Source: an optimization exercise on an open RTL-to-GDS flow (aim: small area, a short achievable clock period and few clock cycles per item). Production flows keep margins and buffers that such runs may drop. Function was checked by simulation only, so behaviour that the tests miss may differ from the original.

### design/flow/design.v
`timescale 1ns / 1ps
package htlp_pkg;
  localparam int SLOT_COUNT = 16;
  localparam int SLOT_W     = $clog2(SLOT_COUNT);
  localparam int KEY_BYTES  = 8;
  localparam int BYTE_W     = (KEY_BYTES > 1) ? $clog2(KEY_BYTES) : 1;
  localparam int KEY_W      = 64;
  localparam int VAL_W      = 32;
  localparam int ENTRY_W    = 5;
  localparam logic [63:0] FNV_BASIS = 64'hCBF2_9CE4_8422_2325;
  localparam logic [63:0] FNV_MULT  = 64'h0000_0100_0000_01B3;
  localparam logic [SLOT_W-1:0] FNV_BASIS_LO = FNV_BASIS[SLOT_W-1:0];
  localparam logic [SLOT_W-1:0] FNV_MULT_LO  = FNV_MULT[SLOT_W-1:0];
  localparam logic [ENTRY_W-1:0] LOAD_LIMIT_RST = 5'd8;
  typedef enum logic [1:0] {
    FUNC_GET  = 2'd0,
    FUNC_SET  = 2'd1,
    FUNC_NEXT = 2'd2
  } func_e;
  typedef enum logic [2:0] {
    STAT_HIT      = 3'd0,
    STAT_INSERTED = 3'd1,
    STAT_MISS     = 3'd2,
    STAT_ZERO     = 3'd3,
    STAT_FULL     = 3'd4
  } status_e;
  typedef enum logic [2:0] {
    ST_IDLE,
    ST_HASH,
    ST_PROBE,
    ST_CMP,
    ST_SCAN,
    ST_FETCH,
    ST_RESP
  } state_e;
endpackage
`timescale 1ns / 1ps
module hash_table_linear_probe_top (
  input  logic               clk_i,
  input  logic               rst_ni,
  input  logic               cfg_valid_i,
  output logic               cfg_ready_o,
  input  logic [htlp_pkg::ENTRY_W-1:0] cfg_load_limit_i,
  input  logic               in_valid_i,
  output logic               in_stall_o,
  input  logic [1:0]         func_i,
  input  logic [htlp_pkg::KEY_W-1:0]   key_i,
  input  logic [htlp_pkg::VAL_W-1:0]   value_i,
  input  logic [htlp_pkg::SLOT_W-1:0]  start_slot_i,
  output logic               out_valid_o,
  input  logic               out_stall_i,
  output logic [2:0]         status_o,
  output logic [htlp_pkg::VAL_W-1:0]   found_value_o,
  output logic [htlp_pkg::KEY_W-1:0]   found_key_o,
  output logic [htlp_pkg::SLOT_W-1:0]  slot_index_o,
  output logic [htlp_pkg::ENTRY_W-1:0] entry_total_o
);
  htlp_pkg::state_e              state_q, state_d;
  htlp_pkg::func_e               func_q, func_d;
  logic [htlp_pkg::KEY_W-1:0]    nk_q, nk_d;
  logic [htlp_pkg::VAL_W-1:0]    val_q, val_d;
  logic [htlp_pkg::SLOT_W-1:0]   hash_q, hash_d;
  logic [htlp_pkg::BYTE_W-1:0]   byte_q, byte_d;
  logic [htlp_pkg::SLOT_W-1:0]   idx_q, idx_d;
  logic [htlp_pkg::SLOT_W-1:0]   n_q, n_d;
  logic [htlp_pkg::SLOT_COUNT-1:0] used_q, used_d;
  logic [htlp_pkg::ENTRY_W-1:0]  count_q, count_d;
  logic [htlp_pkg::ENTRY_W-1:0]  limit_q;
  htlp_pkg::status_e             res_status_q, res_status_d;
  logic [htlp_pkg::VAL_W-1:0]    res_val_q, res_val_d;
  logic [htlp_pkg::KEY_W-1:0]    res_key_q, res_key_d;
  logic [htlp_pkg::SLOT_W-1:0]   res_idx_q, res_idx_d;
  logic                out_valid_q, out_valid_d;
  logic [2:0]          out_status_q;
  logic [htlp_pkg::VAL_W-1:0]    out_val_q;
  logic [htlp_pkg::KEY_W-1:0]    out_key_q;
  logic [htlp_pkg::SLOT_W-1:0]   out_idx_q;
  logic [htlp_pkg::ENTRY_W-1:0]  out_total_q;
  logic                out_load;
  logic [htlp_pkg::KEY_W-1:0]    key_mem [htlp_pkg::SLOT_COUNT];
  logic [htlp_pkg::VAL_W-1:0]    val_mem [htlp_pkg::SLOT_COUNT];
  logic [htlp_pkg::KEY_W-1:0]    rd_key_q;
  logic [htlp_pkg::VAL_W-1:0]    rd_val_q;
  logic                mem_we, mem_re;
  logic                in_fire, out_free, keep;
  logic [htlp_pkg::KEY_W-1:0]    norm_key;
  logic [7:0]          cur_byte;
  logic [htlp_pkg::SLOT_W-1:0]   hx, hstep;
  logic [2*htlp_pkg::SLOT_W-1:0] hprod;
  logic                cur_used, key_match, last_probe, last_slot, room, zero_set;
  assign cfg_ready_o = 1'b1;
  assign in_stall_o  = (state_q != htlp_pkg::ST_IDLE);
  assign in_fire     = in_valid_i && !in_stall_o;
  assign out_free    = !out_valid_q || !out_stall_i;
  assign zero_set    = (func_i == htlp_pkg::FUNC_SET) && (value_i == '0);
  always_comb begin
    keep = 1'b1;
    for (int i = 0; i < 8; i++) begin
      keep = keep && (key_i[8*i +: 8] != 8'h00) && (i < htlp_pkg::KEY_BYTES);
      norm_key[8*i +: 8] = keep ? key_i[8*i +: 8] : 8'h00;
    end
  end
  assign cur_byte   = nk_q[8*byte_q +: 8];
  assign hx         = hash_q ^ htlp_pkg::SLOT_W'(cur_byte);
  assign hprod      = (2*htlp_pkg::SLOT_W)'(hx) * (2*htlp_pkg::SLOT_W)'(htlp_pkg::FNV_MULT_LO);
  assign hstep      = hprod[htlp_pkg::SLOT_W-1:0];
  assign cur_used   = used_q[idx_q];
  assign key_match  = (rd_key_q == nk_q);
  assign last_probe = (n_q == htlp_pkg::SLOT_W'(htlp_pkg::SLOT_COUNT - 1));
  assign last_slot  = (idx_q == htlp_pkg::SLOT_W'(htlp_pkg::SLOT_COUNT - 1));
  assign room       = (count_q < limit_q);
  always_comb begin
    state_d = state_q;
    unique case (state_q)
      htlp_pkg::ST_IDLE: begin
        if (in_fire) begin
          unique case (func_i)
            htlp_pkg::FUNC_GET:  state_d = htlp_pkg::ST_HASH;
            htlp_pkg::FUNC_SET:  state_d = zero_set ? htlp_pkg::ST_RESP : htlp_pkg::ST_HASH;
            htlp_pkg::FUNC_NEXT: state_d = htlp_pkg::ST_SCAN;
            default:   state_d = htlp_pkg::ST_RESP;
          endcase
        end
      end
      htlp_pkg::ST_HASH: begin
        if (cur_byte == 8'h00 || byte_q == htlp_pkg::BYTE_W'(htlp_pkg::KEY_BYTES - 1)) begin
          state_d = htlp_pkg::ST_PROBE;
        end
      end
      htlp_pkg::ST_PROBE: state_d = cur_used ? htlp_pkg::ST_CMP : htlp_pkg::ST_RESP;
      htlp_pkg::ST_CMP: begin
        state_d = (key_match || last_probe) ? htlp_pkg::ST_RESP : htlp_pkg::ST_PROBE;
      end
      htlp_pkg::ST_SCAN: begin
        if (cur_used) begin
          state_d = htlp_pkg::ST_FETCH;
        end else if (last_slot) begin
          state_d = htlp_pkg::ST_RESP;
        end
      end
      htlp_pkg::ST_FETCH: state_d = htlp_pkg::ST_RESP;
      htlp_pkg::ST_RESP: begin
        if (out_free) begin
          state_d = htlp_pkg::ST_IDLE;
        end
      end
      default: state_d = htlp_pkg::ST_IDLE;
    endcase
  end
  always_comb begin
    func_d       = func_q;
    nk_d         = nk_q;
    val_d        = val_q;
    hash_d       = hash_q;
    byte_d       = byte_q;
    idx_d        = idx_q;
    n_d          = n_q;
    used_d       = used_q;
    count_d      = count_q;
    res_status_d = res_status_q;
    res_val_d    = res_val_q;
    res_key_d    = res_key_q;
    res_idx_d    = res_idx_q;
    mem_we       = 1'b0;
    mem_re       = 1'b0;
    out_load     = 1'b0;
    unique case (state_q)
      htlp_pkg::ST_IDLE: begin
        if (in_fire) begin
          func_d       = htlp_pkg::func_e'(func_i);
          nk_d         = norm_key;
          val_d        = value_i;
          hash_d       = htlp_pkg::FNV_BASIS_LO;
          byte_d       = '0;
          n_d          = '0;
          idx_d        = start_slot_i;
          res_status_d = zero_set ? htlp_pkg::STAT_ZERO : htlp_pkg::STAT_MISS;
          res_val_d    = '0;
          res_key_d    = '0;
          res_idx_d    = '0;
        end
      end
      htlp_pkg::ST_HASH: begin
        if (cur_byte != 8'h00) begin
          hash_d = hstep;
          byte_d = byte_q + htlp_pkg::BYTE_W'(1);
          idx_d  = hstep;
        end else begin
          idx_d  = hash_q;
        end
      end
      htlp_pkg::ST_PROBE: begin
        if (!cur_used) begin
          if (func_q == htlp_pkg::FUNC_SET) begin
            if (room) begin
              mem_we        = 1'b1;
              used_d[idx_q] = 1'b1;
              count_d       = count_q + htlp_pkg::ENTRY_W'(1);
              res_status_d  = htlp_pkg::STAT_INSERTED;
              res_val_d     = val_q;
              res_idx_d     = idx_q;
            end else begin
              res_status_d  = htlp_pkg::STAT_FULL;
            end
          end
        end else begin
          mem_re = 1'b1;
        end
      end
      htlp_pkg::ST_CMP: begin
        if (key_match) begin
          res_status_d = htlp_pkg::STAT_HIT;
          res_idx_d    = idx_q;
          if (func_q == htlp_pkg::FUNC_SET) begin
            mem_we    = 1'b1;
            res_val_d = val_q;
          end else begin
            res_val_d = rd_val_q;
          end
        end else if (last_probe) begin
          if (func_q == htlp_pkg::FUNC_SET) begin
            res_status_d = htlp_pkg::STAT_FULL;
          end
        end else begin
          idx_d = idx_q + htlp_pkg::SLOT_W'(1);
          n_d   = n_q + htlp_pkg::SLOT_W'(1);
        end
      end
      htlp_pkg::ST_SCAN: begin
        if (cur_used) begin
          mem_re = 1'b1;
        end else if (!last_slot) begin
          idx_d = idx_q + htlp_pkg::SLOT_W'(1);
        end
      end
      htlp_pkg::ST_FETCH: begin
        res_status_d = htlp_pkg::STAT_HIT;
        res_val_d    = rd_val_q;
        res_key_d    = rd_key_q;
        res_idx_d    = idx_q;
      end
      htlp_pkg::ST_RESP: out_load = out_free;
      default: ;
    endcase
  end
  assign out_valid_d = out_load || (out_valid_q && out_stall_i);
  always_ff @(posedge clk_i or negedge rst_ni) begin
    if (!rst_ni) begin
      state_q     <= htlp_pkg::ST_IDLE;
      used_q      <= '0;
      count_q     <= '0;
      limit_q     <= htlp_pkg::LOAD_LIMIT_RST;
      out_valid_q <= 1'b0;
    end else begin
      state_q     <= state_d;
      used_q      <= used_d;
      count_q     <= count_d;
      out_valid_q <= out_valid_d;
      if (cfg_valid_i && cfg_ready_o) begin
        limit_q <= cfg_load_limit_i;
      end
    end
  end
  always_ff @(posedge clk_i) begin
    func_q       <= func_d;
    nk_q         <= nk_d;
    val_q        <= val_d;
    hash_q       <= hash_d;
    byte_q       <= byte_d;
    idx_q        <= idx_d;
    n_q          <= n_d;
    res_status_q <= res_status_d;
    res_val_q    <= res_val_d;
    res_key_q    <= res_key_d;
    res_idx_q    <= res_idx_d;
    if (out_load) begin
      out_status_q <= res_status_q;
      out_val_q    <= res_val_q;
      out_key_q    <= res_key_q;
      out_idx_q    <= res_idx_q;
      out_total_q  <= count_q;
    end
  end
  always_ff @(posedge clk_i) begin
    if (mem_we) begin
      key_mem[idx_q] <= nk_q;
      val_mem[idx_q] <= val_q;
    end
    if (mem_re) begin
      rd_key_q <= key_mem[idx_q];
      rd_val_q <= val_mem[idx_q];
    end
  end
  assign out_valid_o   = out_valid_q;
  assign status_o      = out_status_q;
  assign found_value_o = out_val_q;
  assign found_key_o   = out_key_q;
  assign slot_index_o  = out_idx_q;
  assign entry_total_o = out_total_q;
endmodule
### design/flow/config.mk
export PLATFORM = sky130hd
export DESIGN_NAME = hash_table_linear_probe_top
export DESIGN_NICKNAME = hash_table_linear_probe_top
export VERILOG_FILES = /design/flow/design.v
export SDC_FILE = /design/flow/constraint.sdc
export NUM_CORES = 4
export LEC_CHECK = 0
export CAP_MARGIN = 20
export CORE_MARGIN = 2
export CORE_UTILIZATION = 40
export SLEW_MARGIN = 20
### design/flow/constraint.sdc
create_clock -name core_clock -period 6.0 [get_ports {clk_i}]
set_input_delay 1.2000 -clock core_clock [delete_from_list [all_inputs] [get_ports {clk_i}]]
set_output_delay 1.2000 -clock core_clock [all_outputs]
set_load 0.01 [all_outputs]
### design/flow/run.sh
#!/bin/bash
# synth_recipe.tcl (not shown) runs the flow's synth.tcl, then flattens the netlist and writes it again
# the make line also repeats each setting of config.mk as NAME=value (left out here)
make -C /OpenROAD-flow-scripts/flow DESIGN_CONFIG=/design/flow/config.mk WORK_HOME=/design/flow/orfs CLKGATE_MAP_FILE= SYNTH_SCRIPT=/design/flow/synth_recipe.tcl finish
==> impl_metrics.toml <==
[status]
outcome = "complete, no violations"

[global_routing]
grt_first_pass_wirelength_um = 270000
grt_max_degree = 142
track_usage_pct = 19.8
grt_pass1_vias = 35700
gr-total-overflow = 0
antenna_found_initial = 12

[worst_setup_path]
r2r_start = "nk_q[39]"
critPathKind = "flip-flop to flip-flop"
arrival_ps = 5780
cp_max_fo = 23
cp-end-kind = "flip-flop"
reg2reg_depth = 9
worstPathRequired_ps = 6460
crit_start = "nk_q[39]"
worst_setup_path_start_kind = "flip-flop"
reg2reg_to = "val_mem[3][27]"
reg2reg_slack_ps = 680

[sta]
worstMarginPinSlew_ps = 1160
period_needed_ps = 5320
hold_viol = 0
grt_setup_unrepaired = "false"
finalSetupViolCount = 0
slew_violations = 0
fin_skew_ps = 52.7
max_freq_mhz = 188
finalCritPeriodShare_pct = 88.6
max_slew_margin_pct = 22.9

[clocking]
numCtsBuffers = 199
worstSkewPairLatency_ps = 850
cts_tree = "done"
cts_setup_buffers = 0
cts-root-buf = "clkbuf_16"
clk_pin_slew_ps = 60
cts.hold.buffers_added = 0
htreeDepth = 4
post_cts_resized = 0
cts_max_path_buffers = 3
cts.sinks = 1986

[final_layout]
design_area_um2 = 87800
area_growth_pct = 17.0
layout-drive-gt1-share_pct = 24.9
fin_nets = 3699
fin_cells = 6222

[synthesis]
synth_compound_area_share_pct = 1.48
synth_area_leaders = "edfxtp_1, mux4_2, dfrtp_1"
synth_top_family_by_area = "multiplexers"
synthesis.nets = 3320
synth.top_cell.area_share_pct = 78.3
yosys.area.top_type = "edfxtp_1"
async_reset_ff_share_pct = 1.51
synth_edf_count = 1956
synthFlopType = "edfxtp_1"
synthesis.area_um2 = 75000
synthAdderAreaFrac_pct = 0.277
synth_cell_type_count = 66
synth_mux_area_share_pct = 15.0
synth_simple_gate_area_share_pct = 2.13
yosysWarnings = 1
synth_xor_area_share_pct = 0.899
seq_area_frac_synth_pct = 79.3
syn_area_per_cell_um2 = 23.5
synthCells = 3192
ys_ff_latch = 1986

[detailed_routing]
firstDrtPassIters = 6
via_count = 35100
drt-vias-per-instance = 5.65
ant_nets = 0
post_drt_wl_per_cell_um = 30.5
drc = 0
drt_iter0_markers = 4010
drt-total-wl_um = 190000

[min_path]
hp-start = "res_key_q[46]"
hold_path_end = "out_key_q[46]"
hold_depth = 0
min_path_type = "flip-flop to flip-flop"

[floorplanning]
rows = 158
io_pins = 223
core_area_um2 = 186000
fp.dieW_um = 437
die_h_um = 437
start_util_pct = 40.4
die_area_um2 = 191000

[power]
peakVddDrop_v = 0.000588
cellLeakagePower_nw = 27.4
power_w = 0.0400
power_density_nw_per_um2 = 456

[placement]
dp_hpwl_um = 110000
numPortBuffers = 221
finalWeightedCongestion = 0.783
placed_area_um2 = 81400
place_inst = 5849

[flow_run]
cap_violations = 0
[metrics by stage]
stage | worst slack [ps] | util [%] | setup TNS, ps | hold slack [ps]
3_5_place_dp | 637 | 43.8 | 0 | 405
4_1_cts | 598 | 47.2 | 0 | 408
3_3_place_gp | 711 | 43.8 | 0 | 404
5_1_grt | 573 | 47.2 | 0 | 426
6_report | 682 | 47.2 | 0 | 416
2_1_floorplan | -2430 | - | -1380370 | 400
[worst max-delay path by stage]
| stage | endpoint | slack, ps | cells after the start |
|---|---|---|---|
| 4_1_cts | val_mem[3][27] | 600 | 9 |
| 3_3_place_gp | val_mem[3][15] | 710 | 9 |
| 2_1_floorplan | key_mem[3][0] | -2430 | 8 |
| 6_report | val_mem[3][27] | 680 | 9 |
| 3_5_place_dp | val_mem[3][15] | 640 | 9 |
| 5_1_grt | val_mem[3][18] | 570 | 9 |
[worst max-delay path, cell delays in order (launching register included)]
cell and delay [ps]:
edfxtp_1 690, xnor2_1 860, nand4_1 450, nor4_1 290, buf_4 170, nand4_1 260, or3_2 870, buf_4 290
a2111oi_4 550, buf_4 450
[power breakdown]
group,switching (W),total (W),internal (W)
sequential,0.00105,0.0183,0.0173
clock,0.00527,0.0120,0.00669
combinational,0.00523,0.00975,0.00453
total,0.0115,0.0400,0.0285
[cells in the mapped netlist, drive strengths merged (3+ instances only)]
master / instances
a211oi: 16
o211ai: 3
xor2: 7
ha: 15
or4: 5
a21oi: 18
nand2b: 5
nand3: 10
nand2: 37
a311oi: 3
clkbuf: 109
inv: 24
nand4: 21
dfrtp: 29
edfxtp: 1956
mux2i: 7
a2111oi: 5
nor4: 29
mux4: 493
and3: 75
buf: 54
and2: 40
mux2: 4
nor2: 36
a31o: 14
o31ai: 3
a22o: 34
nor2b: 12
xnor2: 70
o21ai: 13
nor3: 8
o22ai: 4
[sequential cells by signal, indices dropped and copies added, names as in the netlist, 5 cells and up]
name	cells
count_q	5
key_mem	1024
limit_q	5
nk_q	64
out_key_q	64
out_total_q	5
out_val_q	32
rd_key_q	64
rd_val_q	32
res_key_q	64
res_val_q	32
used_q	16
val_mem	512
val_q	32
[routing by layer]
metal	vias up	part of all wire [%]	global-route usage, %
li1	14300	-	-
met1	19200	42	28.3
met2	1414	49	32.2
met3	235	6.4	3.12
met4	0	1.9	4.59
met5	-	0	0
[cell families (layout without fill, tap and decap cells)]
group,count (synthesis),count (layout)
DFF,1986,1986
AOI/OAI and AO/OA,136,136
muxes,504,504
other,1,5
xor gates and xnor gates,77,77
and+or+nand+nor,285,285
adders and majority gates,16,16
buffers and inverters,187,733
[cell usage in the layout (no fill, tap or decap), drive strengths merged, types with 10 or more instances in the layout]
cell type / count
edfxtp: 1956
mux4: 493
clkbuf: 261
clkdlybuf4s50: 221
buf: 120
clkinv: 84
and3: 75
xnor2: 70
and2: 40
nand2: 37
nor2: 36
a22o: 34
inv: 31
nor4: 29
dfrtp: 29
nand4: 21
a21oi: 18
a211oi: 16
ha: 15
a31o: 14
o21ai: 13
nor2b: 12
bufinv: 11
nand3: 10
[cell type report]
cell class / count / area [µm²]
fillers: 15200 / 98100
diodes: 4 / 10.0
well taps: 2480 / 3100
repair buffers: 341 / 3720
clock buffers: 261 / 5280
clock inverters: 107 / 996
multi-input cells: 1019 / 15100
inverters: 24 / 95.1
flip-flops and latches: 1986 / 59500
Testbench counts, summed over its fixed seeds: cycles 43,901, ops 3,520.

-- afterwards: timing with drivers on the ports --
In the flow no input, the clock included, has a driving cell. The finished layout below was timed again as built, in two steps.
Step 1 assumes that a clkbuf_16 drives the clock port and a buf_2 every other input.
Step 2 also shifts input and output timing later by t, the mid clock arrival at the registers, as if the neighbouring blocks saw the same clock.
Three values: no drivers, after step 1, after step 2; two values: the first two.
shift t [ns]: 0.902
slack for setup (ns): 0.682 / 0.682 / 0.682
cell pins on the clock port's net: 1
After both steps setup and hold are still met in this run. For this run, drivers alone change the setup slack by 0.000 ns; drivers and shift together by 0.000 ns.
